This is an optimization exercise on Yosys and OpenROAD, whose aim is small area, not a production implementation. At most, simulation tests tie the RTL to the original design; equivalence was not proved. The flow treats the clock pin as an ideal source. Dropping or thinning the clock tree relies on that and would not hold on a real chip. Power and IR drop assume default switching activity.

lane 1:
==> module sift_front_top, before the edit <==
module sift_front_top (
    input  wire logic clk_100mhz,
    input  wire logic sys_rst,
    input  wire logic uart_rxd_i,
    input  wire logic send_req_i,
    output logic      uart_txd_o,
    output logic      frame_loaded_o,
    output logic      pyramid_done_o,
    output logic      busy_o
);
    function automatic logic [5:0] lfsr(input logic [5:0] v);
        lfsr = {v[4:0], ~(v[5] ^ v[4])};
    endfunction
    function automatic logic [1:0] jstep(input logic [1:0] v);
        jstep = {v[0], ~v[1]};
    endfunction
    logic       rxd_meta, rxd_sync;
    logic [4:0] rph;
    logic [5:0] rbaud;
    logic [7:0] rsh;
    logic       rx_wait, rx_stop, rx_data;
    logic       r9, r33, r0;
    logic       rstep, rkill;
    logic       rx_ok;       
    assign rx_wait = !rph[4] && !rph[0];
    assign rx_stop =  rph[4] && !rph[3];
    assign rx_data = !rx_wait && !rx_stop;
    assign r9      = (rbaud == 6'd9);      
    assign r33     = (rbaud == 6'd33);     
    assign r0      = (rbaud == 6'd0);
    assign rx_ok   = rx_stop && r9 && rxd_sync;
    assign rstep   = rx_wait ? (r33 && !rxd_sync) : r9;
    assign rkill   = sys_rst || (rx_wait ? (r33 || (r0 && rxd_sync)) : r9);
    always_ff @(posedge clk_100mhz) begin
        rxd_meta <= uart_rxd_i || sys_rst;
        rxd_sync <= rxd_meta || sys_rst;
        rbaud    <= rkill ? 6'd0 : lfsr(rbaud);
        if (sys_rst)    rph <= '0;
        else if (rstep) rph <= {rph[3:0], !rph[4]};
        if (rx_data && r9) rsh <= {rxd_sync, rsh[7:1]};
    end
    logic [7:0] ring [16];
    logic [3:0] ext;         
    logic       e2;          
    logic [3:0] ph;          
    logic [1:0] py, px;      
    logic       pdy, pdx;    
    logic       xl, yl;
    logic       hit;
    logic       pend;        
    logic       first;       
    logic       last;        
    logic       wr;
    logic [9:0] acc;
    logic [9:0] sum;
    logic [10:0] cy;
    logic [7:0] newv;
    assign hit   = (ph == {py, px});
    assign xl    = (px == 2'b10);
    assign yl    = (py == 2'b10);
    assign first = !pdy && !pdx;
    assign last  =  pdy &&  pdx;
    assign wr    = pend && hit && (!first || rx_data);
    assign acc   = first ? 10'd0 : {e2 && last, ext[0], ring[0]};
    always_comb begin
        cy[0] = 1'b0;
        for (int i = 0; i < 10; i++) begin
            sum[i]  = acc[i] ^ (i < 8 ? rsh[i] : 1'b0) ^ cy[i];
            cy[i+1] = (acc[i] & (i < 8 ? rsh[i] : 1'b0)) | (cy[i] & (acc[i] ^ (i < 8 ? rsh[i] : 1'b0)));
        end
    end
    assign newv = last ? sum[9:2] : sum[7:0];
    always_ff @(posedge clk_100mhz) begin
        for (int i = 0; i < 15; i++) ring[i] <= ring[i+1];
        ring[15] <= wr ? newv : ring[0];
        ext      <= {wr ? sum[8] : ext[0], ext[3:1]};
        if (wr) e2 <= sum[9];
    end
    localparam logic [3:0] Q_STOP = 4'd9, Q_LEAD = 4'd10, Q_WA = 4'd11, Q_WB = 4'd12, Q_IDLE = 4'd15;
    logic [3:0] seq;
    logic [5:0] tb;
    logic       nb;
    logic       lastc;
    logic       term;
    assign lastc = xl && yl;
    assign term  = (tb == 6'd9 && (seq <= 4'd8 || seq == Q_WA)) ||
                   (seq == Q_LEAD && tb == 6'd3) ||
                   (seq == Q_STOP && tb == (lastc ? 6'd19 : 6'd38)) ||
                   (seq == Q_WB && tb == 6'd58);
    assign busy_o         = (seq <= Q_LEAD);
    assign frame_loaded_o = (seq == Q_WA) && (tb == 6'd1);
    assign pyramid_done_o = (seq == Q_WB) && term;
    always_ff @(posedge clk_100mhz) begin
        tb <= (sys_rst || seq == Q_IDLE || term) ? 6'd0 : lfsr(tb);
        if (sys_rst) begin
            seq        <= Q_IDLE;
            uart_txd_o <= 1'b1;
            ph         <= '0;
            py         <= '0;
            px         <= '0;
            pdy        <= 1'b0;
            pdx        <= 1'b0;
            pend       <= 1'b0;
        end else begin
            ph[1:0] <= jstep(ph[1:0]);
            if (ph[1:0] == 2'b10) ph[3:2] <= jstep(ph[3:2]);
            if (rx_ok) pend <= 1'b1;
            else if (wr) begin
                pend <= 1'b0;
                pdx  <= !pdx;
                if (pdx) begin
                    px <= jstep(px);
                    if (xl) begin
                        pdy <= !pdy;
                        if (pdy) py <= jstep(py);
                    end
                end
            end
            case (seq)
                Q_IDLE: begin
                    if (send_req_i)                  seq <= Q_LEAD;
                    else if (rx_ok && last && lastc) seq <= Q_WA;
                end
                Q_WA: if (term) seq <= Q_WB;
                Q_WB: if (term) seq <= send_req_i ? Q_LEAD : Q_IDLE;
                Q_LEAD: if (term) begin
                    seq        <= 4'd0;
                    uart_txd_o <= 1'b0;
                end
                Q_STOP: if (term) begin
                    px         <= jstep(px);
                    if (xl) py <= jstep(py);
                    seq        <= lastc ? Q_IDLE : 4'd0;
                    uart_txd_o <= lastc;
                end
                4'd8: if (term) begin
                    seq        <= Q_STOP;
                    uart_txd_o <= 1'b1;
                end
                default: if (term) begin
                    seq        <= seq + 1'b1;
                    uart_txd_o <= nb;
                end
            endcase
        end
    end
    always_ff @(posedge clk_100mhz) begin
        if (hit) nb <= ring[0][seq[2:0]];
    end
endmodule
clock: 10.0 ns
lec_check: 0
cap_margin: 20
core_margin: 2
core_utilization: 50
cts_buf_list: sky130_fd_sc_hd__clkbuf_8
cts_cluster_diameter: 100
cts_cluster_size: 30
slew_margin: 20
standard.sh (not shown) runs the stock make flow with config.mk's settings and CLKGATE_MAP_FILE= SYNTH_SCRIPT=/design/flow/synth_recipe.tcl, a recipe that flattens the netlist after the stock synthesis.
==> flow/flow/run.sh <==
#!/bin/bash
# The standard layout (the standard.sh, standard synthesis unchanged), with the clock
# tree replaced after clock tree synthesis by a flat one (flow/cts_post.tcl): the clock port
# drives a root clock inverter, which drives six leaf inverters, each driving the flip-flops
# of one sixth of the placement.
set -euo pipefail
here=$(pwd)
export POST_CTS_TCL="$here/flow/cts_post.tcl"
export CTS_ARGS="-sink_clustering_enable -repair_clock_nets -dont_use_dummy_load -buf_list sky130_fd_sc_hd__clkbuf_8"
export BUFFER_PORTS_ARGS="-buffer_cell sky130_fd_sc_hd__buf_1"
bash standard.sh > standard.log 2>&1
Other scripts of this flow, unchanged in this note and not shown: flow/flow/cts_post.tcl
--- input diff lane 1..lane 2 ---
--- a/flow/design.v
+++ b/flow/design.v
@@ -75,28 +75,30 @@
     always_ff @(posedge clk_100mhz) begin
         for (int i = 0; i < 15; i++) ring[i] <= ring[i+1];
         ring[15] <= wr ? newv : ring[0];
         ext      <= {wr ? sum[8] : ext[0], ext[3:1]};
         if (wr) e2 <= sum[9];
     end
-    localparam logic [3:0] Q_STOP = 4'd9, Q_LEAD = 4'd10, Q_WA = 4'd11, Q_WB = 4'd12, Q_IDLE = 4'd15;
+    localparam logic [3:0] Q_STOP = 4'd9, Q_WA = 4'd12, Q_WB = 4'd13, Q_IDLE = 4'd14, Q_LEAD = 4'd15;
     logic [3:0] seq;
     logic [5:0] tb;
     logic       nb;
     logic       lastc;
     logic       term;
+    logic       idle;
     assign lastc = xl && yl;
+    assign idle  = (seq == Q_IDLE);
     assign term  = (tb == 6'd9 && (seq <= 4'd8 || seq == Q_WA)) ||
                    (seq == Q_LEAD && tb == 6'd3) ||
                    (seq == Q_STOP && tb == (lastc ? 6'd19 : 6'd38)) ||
                    (seq == Q_WB && tb == 6'd58);
-    assign busy_o         = (seq <= Q_LEAD);
+    assign busy_o         = (seq <= Q_STOP) || (seq == Q_LEAD);
     assign frame_loaded_o = (seq == Q_WA) && (tb == 6'd1);
     assign pyramid_done_o = (seq == Q_WB) && term;
     always_ff @(posedge clk_100mhz) begin
-        tb <= (sys_rst || seq == Q_IDLE || term) ? 6'd0 : lfsr(tb);
+        tb <= (sys_rst || idle || term) ? 6'd0 : lfsr(tb);
         if (sys_rst) begin
             seq        <= Q_IDLE;
             uart_txd_o <= 1'b1;
             ph         <= '0;
             py         <= '0;
             px         <= '0;
@@ -115,38 +117,26 @@
                     if (xl) begin
                         pdy <= !pdy;
                         if (pdy) py <= jstep(py);
                     end
                 end
             end
-            case (seq)
-                Q_IDLE: begin
-                    if (send_req_i)                  seq <= Q_LEAD;
-                    else if (rx_ok && last && lastc) seq <= Q_WA;
-                end
-                Q_WA: if (term) seq <= Q_WB;
-                Q_WB: if (term) seq <= send_req_i ? Q_LEAD : Q_IDLE;
-                Q_LEAD: if (term) begin
-                    seq        <= 4'd0;
-                    uart_txd_o <= 1'b0;
-                end
-                Q_STOP: if (term) begin
+            if (idle) begin
+                if (send_req_i)                  seq <= Q_LEAD;
+                else if (rx_ok && last && lastc) seq <= Q_WA;
+            end else if (term) begin
+                if (seq == Q_STOP)                    seq <= lastc ? Q_IDLE : 4'd0;
+                else if (seq == Q_WB && send_req_i)   seq <= Q_LEAD;
+                else                                  seq <= seq + 1'b1;
+                if (busy_o) uart_txd_o <= (seq == Q_LEAD || (seq == Q_STOP && !lastc)) ? 1'b0 :
+                                          (seq <= 4'd7) ? nb : 1'b1;
+                if (seq == Q_STOP) begin
                     px         <= jstep(px);
                     if (xl) py <= jstep(py);
-                    seq        <= lastc ? Q_IDLE : 4'd0;
-                    uart_txd_o <= lastc;
                 end
-                4'd8: if (term) begin
-                    seq        <= Q_STOP;
-                    uart_txd_o <= 1'b1;
-                end
-                default: if (term) begin
-                    seq        <= seq + 1'b1;
-                    uart_txd_o <= nb;
-                end
-            endcase
+            end
         end
     end
     always_ff @(posedge clk_100mhz) begin
         if (hit) nb <= ring[0][seq[2:0]];
     end
 endmodule
[summary]
Looking at fraction of area in registers, lane 2 sits 0.85 points lower than lane 1 does. End point of the critical path: ring[15][7]$_DFF_P_ -> lane 1, pyramid_done_o -> lane 2. The run showing the smaller number of global-route vias before repair is lane 1. Lane 1 → lane 2: final critical-path setup slack went down 0.48 ns, share of power burned in combinational logic -3.4 points, number of standard cells after synthesis down 4. Power: lane 2 better than lane 1. For synthesis-to-finish area growth, lane 2 and lane 1 come out practically identical.
Function not checked in lane 2: the RTL went through the layout flow alone. In every run of this note, the design's own scripts or RTL, not TritonCTS, make the clock network.

Setup of before:
Another version of the RTL of sift_front_top (not shown whole).
For scale: ~390 cells after synthesis, roughly 180 flip-flops, roughly 5300 µm² of cells after synthesis.
==> module sift_front_top, before the edit <==
module sift_front_top (
    input  wire logic clk_100mhz,
    input  wire logic sys_rst,
    input  wire logic uart_rxd_i,
    input  wire logic send_req_i,
    output logic      uart_txd_o,
    output logic      frame_loaded_o,
    output logic      pyramid_done_o,
    output logic      busy_o
);
    function automatic logic [5:0] lfsr(input logic [5:0] v);
        lfsr = {v[4:0], ~(v[5] ^ v[4])};
    endfunction
    function automatic logic [1:0] jstep(input logic [1:0] v);
        jstep = {v[0], ~v[1]};
    endfunction
    logic       rxd_meta, rxd_sync;
    logic [4:0] rph;
    logic [5:0] rbaud;
    logic [7:0] rsh;
    logic       rx_wait, rx_stop, rx_data;
    logic       r9, r33, r0;
    logic       rstep, rkill;
    logic       rx_ok;       
    assign rx_wait = !rph[4] && !rph[0];
    assign rx_stop =  rph[4] && !rph[3];
    assign rx_data = !rx_wait && !rx_stop;
    assign r9      = (rbaud == 6'd9);      
    assign r33     = (rbaud == 6'd33);     
    assign r0      = (rbaud == 6'd0);
    assign rx_ok   = rx_stop && r9 && rxd_sync;
    assign rstep   = rx_wait ? (r33 && !rxd_sync) : r9;
    assign rkill   = sys_rst || (rx_wait ? (r33 || (r0 && rxd_sync)) : r9);
    always_ff @(posedge clk_100mhz) begin
        rxd_meta <= uart_rxd_i || sys_rst;
        rxd_sync <= rxd_meta || sys_rst;
        rbaud    <= rkill ? 6'd0 : lfsr(rbaud);
        if (sys_rst)    rph <= '0;
        else if (rstep) rph <= {rph[3:0], !rph[4]};
        if (rx_data && r9) rsh <= {rxd_sync, rsh[7:1]};
    end
    logic [7:0] ring [16];
    logic [3:0] ext;         
    logic       e2;          
    logic [3:0] ph;          
    logic [1:0] py, px;      
    logic       pdy, pdx;    
    logic       xl, yl;
    logic       hit;
    logic       pend;        
    logic       first;       
    logic       last;        
    logic       wr;
    logic [9:0] acc;
    logic [9:0] sum;
    logic [10:0] cy;
    logic [7:0] newv;
    logic [7:0] opnd;
    assign hit   = (ph == {py, px});
    assign xl    = (px == 2'b10);
    assign yl    = (py == 2'b10);
    assign first = !pdy && !pdx;
    assign last  =  pdy &&  pdx;
    assign wr    = pend && hit && (!first || rx_data);
    assign opnd  = wr ? rsh : 8'd0;
    assign acc   = (first && wr) ? 10'd0 : {e2 && last, ext[0], ring[0]};
    always_comb begin
        cy[0] = 1'b0;
        for (int i = 0; i < 10; i++) begin
            sum[i]  = acc[i] ^ (i < 8 ? opnd[i] : 1'b0) ^ cy[i];
            cy[i+1] = (acc[i] & (i < 8 ? opnd[i] : 1'b0)) | (cy[i] & (acc[i] ^ (i < 8 ? opnd[i] : 1'b0)));
        end
    end
    assign newv = (wr && last) ? sum[9:2] : sum[7:0];
    always_ff @(posedge clk_100mhz) begin
        for (int i = 0; i < 15; i++) ring[i] <= ring[i+1];
        ring[15] <= newv;
        ext      <= {sum[8], ext[3:1]};
        if (wr) e2 <= sum[9];
    end
    localparam logic [3:0] Q_STOP = 4'd9, Q_WA = 4'd10, Q_WB = 4'd11, Q_IDLE = 4'd12, Q_LEAD = 4'd15;
    logic [3:0] seq;
    logic [5:0] tb;
    logic       nb;
    logic       lastc;
    logic       term;
    logic       idle;
    assign lastc = xl && yl;
    assign idle  = (seq == Q_IDLE);
    assign term  = (tb == 6'd9 && (seq <= 4'd8 || seq == Q_WA)) ||
                   (seq == Q_LEAD && tb == 6'd3) ||
                   (seq == Q_STOP && tb == (lastc ? 6'd19 : 6'd38)) ||
                   (seq == Q_WB && tb == 6'd58);
    assign busy_o         = (seq <= Q_STOP) || (seq == Q_LEAD);
    assign frame_loaded_o = (seq == Q_WA) && (tb == 6'd1);
    assign pyramid_done_o = (seq == Q_WB) && term;
    always_ff @(posedge clk_100mhz) begin
        tb <= (sys_rst || idle || term) ? 6'd0 : lfsr(tb);
        if (sys_rst) begin
            seq        <= Q_IDLE;
            uart_txd_o <= 1'b1;
            ph         <= '0;
            py         <= '0;
            px         <= '0;
            pdy        <= 1'b0;
            pdx        <= 1'b0;
            pend       <= 1'b0;
        end else begin
            ph[1:0] <= jstep(ph[1:0]);
            if (ph[1:0] == 2'b10) ph[3:2] <= jstep(ph[3:2]);
            if (rx_ok) pend <= 1'b1;
            else if (wr) begin
                pend <= 1'b0;
                pdx  <= !pdx;
                if (pdx) begin
                    px <= jstep(px);
                    if (xl) begin
                        pdy <= !pdy;
                        if (pdy) py <= jstep(py);
                    end
                end
            end
            if (idle) begin
                if (send_req_i)                  seq <= Q_LEAD;
                else if (rx_ok && last && lastc) seq <= Q_WA;
            end else if (term) begin
                if (seq == Q_STOP)                    seq <= lastc ? Q_IDLE : 4'd0;
                else if (seq == Q_WB && send_req_i)   seq <= Q_LEAD;
                else                                  seq <= seq + 1'b1;
                if (busy_o) uart_txd_o <= (seq == Q_LEAD || (seq == Q_STOP && !lastc)) ? 1'b0 :
                                          (seq <= 4'd7) ? nb : 1'b1;
                if (seq == Q_STOP) begin
                    px         <= jstep(px);
                    if (xl) py <= jstep(py);
                end
            end
        end
    end
    always_ff @(posedge clk_100mhz) begin
        if (hit) nb <= ring[0][seq[2:0]];
    end
endmodule
export LEC_CHECK = 0
export CAP_MARGIN = 20
export CORE_MARGIN = 2
export CORE_UTILIZATION = 50
export CTS_BUF_LIST = sky130_fd_sc_hd__clkbuf_8
export CTS_CLUSTER_DIAMETER = 100
export CTS_CLUSTER_SIZE = 30
export SLEW_MARGIN = 20
create_clock -name core_clock -period 10.0 [get_ports {clk_100mhz}]
==> flow/flow/run.sh <==
#!/bin/bash
# The standard layout (the standard.sh, standard synthesis unchanged), with:
# - after floorplan, the logic between the registers re-mapped for area (flow/restructure.tcl);
# - after clock tree synthesis, the clock tree replaced by a flat one (flow/cts_post.tcl): the
#   clock port drives a root clock inverter, which drives six leaf inverters, each driving the
#   flip-flops of one sixth of the placement; logic gates get their smallest drive;
# - port buffers of the smallest size.
set -euo pipefail
here=$(pwd)
export FLOW_DIR_OWN="$here/flow"
export POST_FLOORPLAN_TCL="$here/flow/restructure.tcl"
export POST_CTS_TCL="$here/flow/cts_post.tcl"
export CTS_ARGS="-sink_clustering_enable -repair_clock_nets -dont_use_dummy_load -buf_list sky130_fd_sc_hd__clkbuf_8"
export BUFFER_PORTS_ARGS="-buffer_cell sky130_fd_sc_hd__buf_1"
bash standard.sh > standard.log 2>&1
Other scripts of this flow, unchanged in this note and not shown: flow/flow/cts_post.tcl, flow/flow/filter_lib.py, flow/flow/restructure.tcl
Changes in after relative to before:
--- a/flow/design.v
+++ b/flow/design.v
@@ -58,5 +58,4 @@
     logic [10:0] cy;
     logic [7:0] newv;
-    logic [7:0] opnd;
     assign hit   = (ph == {py, px});
     assign xl    = (px == 2'b10);
@@ -65,21 +64,20 @@
     assign last  =  pdy &&  pdx;
     assign wr    = pend && hit && (!first || rx_data);
-    assign opnd  = wr ? rsh : 8'd0;
-    assign acc   = (first && wr) ? 10'd0 : {e2 && last, ext[0], ring[0]};
+    assign acc   = first ? 10'd0 : {e2 && last, ext[0], ring[0]};
     always_comb begin
         cy[0] = 1'b0;
         for (int i = 0; i < 10; i++) begin
-            sum[i]  = acc[i] ^ (i < 8 ? opnd[i] : 1'b0) ^ cy[i];
-            cy[i+1] = (acc[i] & (i < 8 ? opnd[i] : 1'b0)) | (cy[i] & (acc[i] ^ (i < 8 ? opnd[i] : 1'b0)));
+            sum[i]  = acc[i] ^ (i < 8 ? rsh[i] : 1'b0) ^ cy[i];
+            cy[i+1] = (acc[i] & (i < 8 ? rsh[i] : 1'b0)) | (cy[i] & (acc[i] ^ (i < 8 ? rsh[i] : 1'b0)));
         end
     end
-    assign newv = (wr && last) ? sum[9:2] : sum[7:0];
+    assign newv = last ? sum[9:2] : sum[7:0];
     always_ff @(posedge clk_100mhz) begin
         for (int i = 0; i < 15; i++) ring[i] <= ring[i+1];
-        ring[15] <= newv;
-        ext      <= {sum[8], ext[3:1]};
+        ring[15] <= wr ? newv : ring[0];
+        ext      <= {wr ? sum[8] : ext[0], ext[3:1]};
         if (wr) e2 <= sum[9];
     end
-    localparam logic [3:0] Q_STOP = 4'd9, Q_WA = 4'd10, Q_WB = 4'd11, Q_IDLE = 4'd12, Q_LEAD = 4'd15;
+    localparam logic [3:0] Q_STOP = 4'd9, Q_LEAD = 4'd10, Q_WA = 4'd11, Q_WB = 4'd12, Q_IDLE = 4'd15;
     logic [3:0] seq;
     logic [5:0] tb;
@@ -87,16 +85,14 @@
     logic       lastc;
     logic       term;
-    logic       idle;
     assign lastc = xl && yl;
-    assign idle  = (seq == Q_IDLE);
     assign term  = (tb == 6'd9 && (seq <= 4'd8 || seq == Q_WA)) ||
                    (seq == Q_LEAD && tb == 6'd3) ||
                    (seq == Q_STOP && tb == (lastc ? 6'd19 : 6'd38)) ||
                    (seq == Q_WB && tb == 6'd58);
-    assign busy_o         = (seq <= Q_STOP) || (seq == Q_LEAD);
+    assign busy_o         = (seq <= Q_LEAD);
     assign frame_loaded_o = (seq == Q_WA) && (tb == 6'd1);
     assign pyramid_done_o = (seq == Q_WB) && term;
     always_ff @(posedge clk_100mhz) begin
-        tb <= (sys_rst || idle || term) ? 6'd0 : lfsr(tb);
+        tb <= (sys_rst || seq == Q_IDLE || term) ? 6'd0 : lfsr(tb);
         if (sys_rst) begin
             seq        <= Q_IDLE;
@@ -123,18 +119,30 @@
                 end
             end
-            if (idle) begin
-                if (send_req_i)                  seq <= Q_LEAD;
-                else if (rx_ok && last && lastc) seq <= Q_WA;
-            end else if (term) begin
-                if (seq == Q_STOP)                    seq <= lastc ? Q_IDLE : 4'd0;
-                else if (seq == Q_WB && send_req_i)   seq <= Q_LEAD;
-                else                                  seq <= seq + 1'b1;
-                if (busy_o) uart_txd_o <= (seq == Q_LEAD || (seq == Q_STOP && !lastc)) ? 1'b0 :
-                                          (seq <= 4'd7) ? nb : 1'b1;
-                if (seq == Q_STOP) begin
+            case (seq)
+                Q_IDLE: begin
+                    if (send_req_i)                  seq <= Q_LEAD;
+                    else if (rx_ok && last && lastc) seq <= Q_WA;
+                end
+                Q_WA: if (term) seq <= Q_WB;
+                Q_WB: if (term) seq <= send_req_i ? Q_LEAD : Q_IDLE;
+                Q_LEAD: if (term) begin
+                    seq        <= 4'd0;
+                    uart_txd_o <= 1'b0;
+                end
+                Q_STOP: if (term) begin
                     px         <= jstep(px);
                     if (xl) py <= jstep(py);
+                    seq        <= lastc ? Q_IDLE : 4'd0;
+                    uart_txd_o <= lastc;
                 end
-            end
+                4'd8: if (term) begin
+                    seq        <= Q_STOP;
+                    uart_txd_o <= 1'b1;
+                end
+                default: if (term) begin
+                    seq        <= seq + 1'b1;
+                    uart_txd_o <= nb;
+                end
+            endcase
         end
     end
## What came out
Route | after vs before | wire longer in after. after gives more first-iteration DRC count than before did. Cmp before and after / post-route minimum period / lower: after. As of after, wire length of the first global-routing pass had risen by a little under 10% compared to before. Summary of after over before: netlist area before placement fell about 0.64%, sequential cell area share has decreased, met2 routing resource usage after global routing rose 1.6 points, multi-input gate area in the final layout now sits higher, post-synthesis adder-cell area fraction dropped 0.21 points. Taking before as the reference, in after fraction of met3 tracks used by global routing lost 0.23 points, placed instance area picked up an extra about 0.64%. Lower global-route usage was reported by before, not after. Detailed-placement wirelength estimate: before and after compared, lower one is before.
Function not checked in before: the RTL went through the layout flow alone. No run of this note takes its clock network from TritonCTS; it comes from the design's own scripts or RTL.

## port drivers added, routing unchanged
The results above use ideal ports. As a check the final layouts listed here were re-extracted and re-timed, cells and wires unchanged. Step 1 (the two cells are an assumption about what drives the block):
set clk [get_ports {clk_100mhz}]
set_driving_cell -lib_cell sky130_fd_sc_hd__clkbuf_16 $clk
set_driving_cell -lib_cell sky130_fd_sc_hd__buf_2 [delete_from_list [all_inputs] $clk]
Step 2 times the ports against the registers' clock, not the clock port: input delays grow and output delays shrink by t, the midpoint of the rising clock arrivals with the driver on. Three values: ideal ports, drivers, drivers and shift; two values: the first two.
| run | t (ns) | slack for setup (ns) | worst setup path at the end | latest minus earliest clock arrival (ns) |
|---|---|---|---|---|
| lane 1 | 0.322 | 5.897 / 5.897 / 5.897 | register to register | 0.017 / 0.017 |
| lane 2 | 0.321 | 5.421 / 5.372 / 5.692 | register to output | 0.014 / 0.015 |
| before | 0.317 | 4.671 / 4.671 / 4.671 | register to register | 0.014 / 0.015 |
| after | 0.326 | 5.920 / 5.920 / 5.920 | register to register | 0.016 / 0.016 |
After both steps every run listed still meets setup and hold.
